This design comes from an exercise in tuning for small area, a short achievable clock period and few clock cycles per item on the open sky130 flow, not from production work. Only simulation tests tie the RTL to the original design; equivalence was not proved.

$ cat flow/design.v
package disp_pkg;
    typedef logic [8-1:0] pixel_t;
    typedef logic [12-1:0] sad_t;
    typedef logic [3-1:0] disp_t;
    typedef enum logic [2:0] {
        IDLE,
        PRELOAD,
        COMPUTE,
        COMPARE,
        DONE
    } search_state_t;
endpackage
module search_fsm (
    input logic clk,
    input logic rst,
    input logic start,
    input logic preload_last,
    input logic disp_last,
    input logic zero_hit,
    output logic preload_en,
    output logic slide_en,
    output logic capture_l,
    output logic clear_best,
    output logic compare_en,
    output logic done,
    output logic busy
);
    disp_pkg::search_state_t state;
    disp_pkg::search_state_t next_state;
    logic start_ok;
    assign start_ok = start && (state == disp_pkg::IDLE || state == disp_pkg::DONE);
    assign capture_l = start_ok;
    assign clear_best = start_ok;
    assign preload_en = (state == disp_pkg::PRELOAD);
    assign compare_en = (state == disp_pkg::COMPARE);
    assign slide_en = compare_en && !disp_last && !zero_hit;
    assign done = (state == disp_pkg::DONE);
    assign busy = (state == disp_pkg::PRELOAD || state == disp_pkg::COMPUTE || state == disp_pkg::COMPARE);
    always_ff @(posedge clk or posedge rst) begin
        if (rst) begin
            state <= disp_pkg::IDLE;
        end else begin
            state <= next_state;
        end
    end
    always_comb begin
        next_state = state;
        case (state)
            disp_pkg::IDLE, disp_pkg::DONE: begin
                if (start) begin
                    next_state = disp_pkg::PRELOAD;
                end
            end
            disp_pkg::PRELOAD: begin
                if (preload_last) begin
                    next_state = disp_pkg::COMPUTE;
                end
            end
            disp_pkg::COMPUTE: next_state = disp_pkg::COMPARE;
            disp_pkg::COMPARE: begin
                if (disp_last || zero_hit) begin
                    next_state = disp_pkg::DONE;
                end else begin
                    next_state = disp_pkg::COMPUTE;
                end
            end
            default: next_state = disp_pkg::IDLE;
        endcase
    end
endmodule
module disp_counter (
    input logic clk,
    input logic rst,
    input logic preload_en,
    input logic slide_en,
    input logic clear_best,
    output logic [4-1:0] col_idx,
    output disp_pkg::disp_t disp_idx,
    output logic preload_last,
    output logic disp_last
);
    localparam logic [4-1:0] PRE_LAST = 4'(3 - 1);
    localparam disp_pkg::disp_t DISP_END = disp_pkg::disp_t'(8 - 1);
    assign preload_last = preload_en && (col_idx == PRE_LAST);
    assign disp_last = (disp_idx == DISP_END);
    always_ff @(posedge clk or posedge rst) begin
        if (rst) begin
            col_idx <= '0;
            disp_idx <= '0;
        end else if (clear_best) begin
            col_idx <= '0;
            disp_idx <= '0;
        end else begin
            if (preload_en || slide_en) begin
                col_idx <= col_idx + 1'b1;
            end
            if (slide_en) begin
                disp_idx <= disp_idx + 1'b1;
            end
        end
    end
endmodule
module window_shifter (
    input logic clk,
    input logic rst,
    input logic capture_l,
    input logic preload_en,
    input logic slide_en,
    input logic [4-1:0] col_idx,
    input logic [3*3*8-1:0] win_l,
    input logic [3*(3 + 8 - 1)*8-1:0] strip_r,
    output logic [3*3*8-1:0] win_l_q,
    output logic [3*3*8-1:0] win_r_q
);
    localparam int PW = 8;
    logic load_col;
    assign load_col = preload_en || slide_en;
    always_ff @(posedge clk or posedge rst) begin
        if (rst) begin
            win_l_q <= '0;
            win_r_q <= '0;
        end else begin
            if (capture_l) begin
                win_l_q <= win_l;
            end
            if (load_col) begin
                for (int r = 0; r < 3; r++) begin
                    for (int c = 0; c < 3 - 1; c++) begin
                        win_r_q[PW*(r*3 + c) +: PW] <= win_r_q[PW*(r*3 + c + 1) +: PW];
                    end
                    win_r_q[PW*(r*3 + 3 - 1) +: PW] <=
                        strip_r[PW*(r*(3 + 8 - 1) + int'(col_idx)) +: PW];
                end
            end
        end
    end
endmodule
module sad_unit (
    input logic [3*3*8-1:0] win_l_q,
    input logic [3*3*8-1:0] win_r_q,
    output disp_pkg::sad_t sad
);
    localparam int PW = 8;
    localparam int NPIX = 3 * 3;
    disp_pkg::pixel_t diff [NPIX];
    for (genvar i = 0; i < NPIX; i++) begin : g_pix
        assign diff[i] = (win_l_q[PW*i +: PW] >= win_r_q[PW*i +: PW]) ?
                         (win_l_q[PW*i +: PW] - win_r_q[PW*i +: PW]) :
                         (win_r_q[PW*i +: PW] - win_l_q[PW*i +: PW]);
    end
    always_comb begin
        sad = '0;
        for (int i = 0; i < NPIX; i++) begin
            sad = sad + disp_pkg::sad_t'(diff[i]);
        end
    end
endmodule
module best_match (
    input logic clk,
    input logic rst,
    input logic clear_best,
    input logic compare_en,
    input disp_pkg::disp_t disp_idx,
    input disp_pkg::sad_t sad,
    output logic zero_hit,
    output disp_pkg::disp_t disp,
    output disp_pkg::sad_t best_sad
);
    logic better;
    assign zero_hit = (sad == '0);
    assign better = (sad < best_sad);
    always_ff @(posedge clk or posedge rst) begin
        if (rst) begin
            best_sad <= '1;
            disp <= '0;
        end else if (clear_best) begin
            best_sad <= '1;
            disp <= '0;
        end else if (compare_en && better) begin
            best_sad <= sad;
            disp <= disp_idx;
        end
    end
endmodule
module disparity_search (
    input logic clk,
    input logic rst,
    input logic start,
    input logic [3*3*8-1:0] win_l,
    input logic [3*(3 + 8 - 1)*8-1:0] strip_r,
    output logic done,
    output logic busy,
    output logic [3-1:0] disp,
    output logic [12-1:0] best_sad
);
    logic [3*3*8-1:0] win_l_q;
    logic [3*3*8-1:0] win_r_q;
    disp_pkg::sad_t sad;
    logic preload_en;
    logic slide_en;
    logic capture_l;
    logic clear_best;
    logic compare_en;
    logic [4-1:0] col_idx;
    disp_pkg::disp_t disp_idx;
    logic preload_last;
    logic disp_last;
    logic zero_hit;
    search_fsm u_fsm (
        .clk(clk),
        .rst(rst),
        .start(start),
        .preload_last(preload_last),
        .disp_last(disp_last),
        .zero_hit(zero_hit),
        .preload_en(preload_en),
        .slide_en(slide_en),
        .capture_l(capture_l),
        .clear_best(clear_best),
        .compare_en(compare_en),
        .done(done),
        .busy(busy)
    );
    disp_counter u_counter (
        .clk(clk),
        .rst(rst),
        .preload_en(preload_en),
        .slide_en(slide_en),
        .clear_best(clear_best),
        .col_idx(col_idx),
        .disp_idx(disp_idx),
        .preload_last(preload_last),
        .disp_last(disp_last)
    );
    window_shifter u_window (
        .clk(clk),
        .rst(rst),
        .capture_l(capture_l),
        .preload_en(preload_en),
        .slide_en(slide_en),
        .col_idx(col_idx),
        .win_l(win_l),
        .strip_r(strip_r),
        .win_l_q(win_l_q),
        .win_r_q(win_r_q)
    );
    sad_unit u_sad (
        .win_l_q(win_l_q),
        .win_r_q(win_r_q),
        .sad(sad)
    );
    best_match u_best (
        .clk(clk),
        .rst(rst),
        .clear_best(clear_best),
        .compare_en(compare_en),
        .disp_idx(disp_idx),
        .sad(sad),
        .zero_hit(zero_hit),
        .disp(disp),
        .best_sad(best_sad)
    );
endmodule
$ cat flow/run.sh
#!/bin/bash
# synth_recipe.tcl (not shown) runs the flow's synth.tcl, then flattens the netlist and writes it again
# the make line also repeats each setting of config.mk as NAME=value (left out here)
make -C /OpenROAD-flow-scripts/flow DESIGN_CONFIG=/design/flow/config.mk WORK_HOME=/design/flow/orfs CLKGATE_MAP_FILE= SYNTH_SCRIPT=/design/flow/synth_recipe.tcl finish
$ cat flow/constraint.sdc
create_clock -name core_clock -period 9.0 [get_ports {clk}]
set_input_delay 1.8000 -clock core_clock [delete_from_list [all_inputs] [get_ports {clk}]]
set_output_delay 1.8000 -clock core_clock [all_outputs]
set_load 0.01 [all_outputs]
$ cat flow/config.mk
export PLATFORM = sky130hd
export DESIGN_NAME = disparity_search
export DESIGN_NICKNAME = disparity_search
export VERILOG_FILES = /design/flow/design.v
export SDC_FILE = /design/flow/constraint.sdc
export NUM_CORES = 4
export LEC_CHECK = 0
export CAP_MARGIN = 20
export CORE_MARGIN = 2
export CORE_UTILIZATION = 40
export SLEW_MARGIN = 20
==> results.py <==
metrics = {
    "placed_design": {
        "place_area_um2": 20480,
        "hpwl_um": 47030,
        "dp_slack_ps": 467.9,
        "place.gp.congestion": 0.9342,
        "dp.cells": 2578,
        "portBuffers": 331,
    },
    "global_route": {
        "grt.overflow.total": 0,
        "grt_max_degree": 69,
        "antenna_found_initial": 8,
        "grt_first_pass_wirelength_um": 86270,
        "grt_usage_pct": 26.10,
        "grt_pass1_vias": 15000,
    },
    "finish": {
        "nNetsFinal": 2610,
        "multi_input_area_um2": 11310,
        "drive_above_1_share_pct": 10.63,
        "final_cells": 2616,
        "final.fill_count": 3991,
        "fin_util_pct": 50.57,
        "syn2layout_area_growth_pct": 25.37,
        "postLayoutCellArea_um2": 21070,
        "regArea_um2": 4250,
    },
    "timing": {
        "drv_slew": 0,
        "fin_crit_sh_pct": 92.99,
        "relSlewSlack_pct": 36.75,
        "rsz0062_at_grt": "no",
        "finClkSkew_ps": 11.57,
        "timing.setup.tns_ps": 0,
        "period_minus_slack_ps": 8369,
        "hold_slack_ps": 488.0,
        "fmax_mhz": 119.5,
        "hold_violations": 0,
        "finalWorstSetupSlack_ps": 631.1,
        "final-setup-viol-count": 0,
        "tightest_slew_ps": 946.7,
    },
    "synth": {
        "syn_avg_cell_area_um2": 9.394,
        "syn-num-nets": 2341,
        "synthFlopType": "dfrtp_1",
        "synth-edff-count": 0,
        "synth.largest_area_cell": "dfrtp_1",
        "seq_area_frac_synth_pct": 25.25,
        "synth_top_area_share_pct": 23.38,
        "ys.warnings.count": 6,
        "synth-async-reset-ratio_pct": 100.0,
        "ys_types": 72,
        "synth_area_um2": 16810,
        "ys_seq_elements": 169,
        "syn_inst": 1789,
        "synthTopCellsByArea": "dfrtp_1 23%, ha_1 13%, mux4_2 11%",
    },
    "cts": {
        "clock_latency_ps": 460,
        "ctsRootBufferMaster": "clkbuf_16",
        "cts_buffer_depth": 2,
        "cts_num_sinks": 169,
        "cts_hold_buf": 0,
        "post_cts_buffers": 0,
        "tritoncts": "yes",
        "clk_transition_reported_paths_ps": 70,
        "htree_levels": 4,
        "postCtsResizedCells": 0,
        "cts_buffers": 17,
    },
    "drt": {
        "wl_per_cell_um": 21.59,
        "drtIter0Drc": 845,
        "vias": 14220,
        "dr.pass1.iters": 7,
        "ant_nets": 0,
        "dr_wl_met2_um": 29330,
        "top_layer": "met4",
        "m1WireLength_um": 21980,
        "drt-total-wl_um": 56470,
        "drcViolationCount": 0,
        "viasPerCell": 5.434,
        "wl_met3_um": 2350,
    },
    "critical_path": {
        "endpoint_kind": "flip-flop",
        "path_class": "flip-flop to flip-flop",
        "worstPathArrival_ps": 8750,
        "slowest_stage": "fa_1",
        "cpPeakStageDelay_ps": 560,
        "cp-start-kind": "flip-flop",
        "rrSetupSlack_ps": 630,
        "r2r_cells": 34,
        "crit_top_cell": "fa_1",
        "path_depth": 34,
        "path_max_fanout": 20,
        "required_ps": 9380,
        "cp_num_buf_inv": 4,
        "critPathTopFamily": "adder cells",
    },
    "hold_path": {
        "hold_class": "flip-flop to flip-flop",
        "min_path_cells": 2,
    },
    "job": {
        "drv_cap": 0,
    },
    "die": {
        "start_util_pct": 40.34,
        "die_y_um": 209.0,
        "ios": 332,
        "dieArea_um2": 43670,
        "die_x_um": 209.0,
        "core-area_um2": 41670,
        "rows": 75,
    },
    "outcome": {
        "status": "finished clean",
    },
}
registers in the layout (all words and copies together), names as in the netlist:
signal	flops
u_best.best_sad	12
u_best.disp	3
u_counter.disp_idx	3
u_counter.col_idx	4
u_window.win_l_q	72
u_fsm.state	3
u_window.win_r_q	72
layout by cell type (no fill, tap or decap), types with 17 or more instances in the layout:
cell and instances:
o21ai_2 41, mux2i_1 40, xor2_1 28, o21ai_0 121, clkbuf_16 17, nor2b_1 20
inv_1 213, nor3_1 20, o211ai_1 17, clkdlybuf4s50_1 331, xnor2_1 32, dfrtp_1 154
mux4_2 82, a21o_1 30, mux2_2 23, o21ai_1 34, nand2_1 242, ha_1 170
nand3_1 19, fa_1 66, nor2_1 56, a21oi_1 94
kinds of logic (layout without fill, tap and decap cells):
kind of cell	after synthesis	after routing	share of synthesized area, %
compound gates	454	454	17.53
simple gates	410	410	10.71
buf+inv	310	591	7.624
fa+ha+maj	237	237	20.59
flops	169	169	25.25
mux	148	148	15.11
xor+xnor	61	61	3.179
other cells	0	7	0
layout make-up:
class                   count  share of cell area [%]
multi-input cells        1310                   53.69
flip-flops and latches    169                   20.17
repair buffers            345                   16.34
inverters                 215                   3.854
well taps                 539                   3.201
clock buffers              21                   2.090
clock inverters            10                  0.5701
diodes                      7                 0.08314
synth_stat cells (12+ instances only):
cell type	count
fa_1	66
nand3_1	19
a31oi_1	13
o21ai_2	42
a21o_1	30
a21oi_1	94
nor2b_1	20
nor3_1	20
mux2_2	23
xnor2_1	33
o21ai_1	34
o21ai_0	121
mux2i_1	40
dfrtp_1	157
buf_2	16
buf_6	13
nand4_1	13
clkbuf_1	60
dfstp_2	12
inv_1	214
o211ai_1	17
xor2_1	28
mux4_2	82
nor2_1	56
ha_1	171
nand2_1	242
a211oi_1	16
a211o_1	12
worst reg2reg max path: cells and delay by family (launching register included):
| kind | cells | cell delay [ps] |
|---|---|---|
| flops | 1 | 390 |
| mux | 2 | 490 |
| buf+inv | 4 | 420 |
| compound gates | 11 | 2310 |
| xor+xnor | 1 | 240 |
| fa+ha+maj | 9 | 3630 |
| simple gates | 7 | 840 |
metal layers:
layer,track usage [%],vias to the layer above
met2,47.14,420
li1,-,6787
met3,3.937,86
met1,29.47,6922
met4,14.56,0
met5,0,-
final timing paths:
path,startpoint,to
setup / recovery,u_window.win_l_q[0],u_best.best_sad[1]
hold / removal,u_window.win_r_q[39],u_window.win_r_q[31]
setup reg to reg,u_window.win_l_q[0],u_best.best_sad[1]
hold reg to reg,u_window.win_r_q[39],u_window.win_r_q[31]
max in group asynchronous,rst,u_counter.col_idx[0]
min in group asynchronous,rst,u_window.win_r_q[10]
Testbench counts, summed over its fixed seeds: cycles 14,266, searches 768.

==> static timing again, ports no longer ideal <==
No port has a modelled driver above. Below, the same layout with a new extraction and two added sets of constraints.
Step 1: set_driving_cell puts a clkbuf_16 on clk and a buf_2 on each other input, an assumption about the parent block.
Step 2 moves the port delays by t, midway between the first and last clock arrival at a register: inputs arrive t later, outputs are due t later. That takes back most of the time a late clock gives input paths.
Slacks: ideal / step 1 / step 2; pairs: ideal / step 1.
t, ns: 0.504
setup slack, ns: 0.631 / 0.631 / 0.631
worst hold slack (ns): 0.488 / 0.488 / 0.488
worst setup path after step 2: register to register
worst register clock-pin slew, ns: 0.07 / 0.07
After both steps setup and hold are still met in this run. For this run, drivers alone change the setup slack by 0.000 ns; drivers and shift together by 0.000 ns.
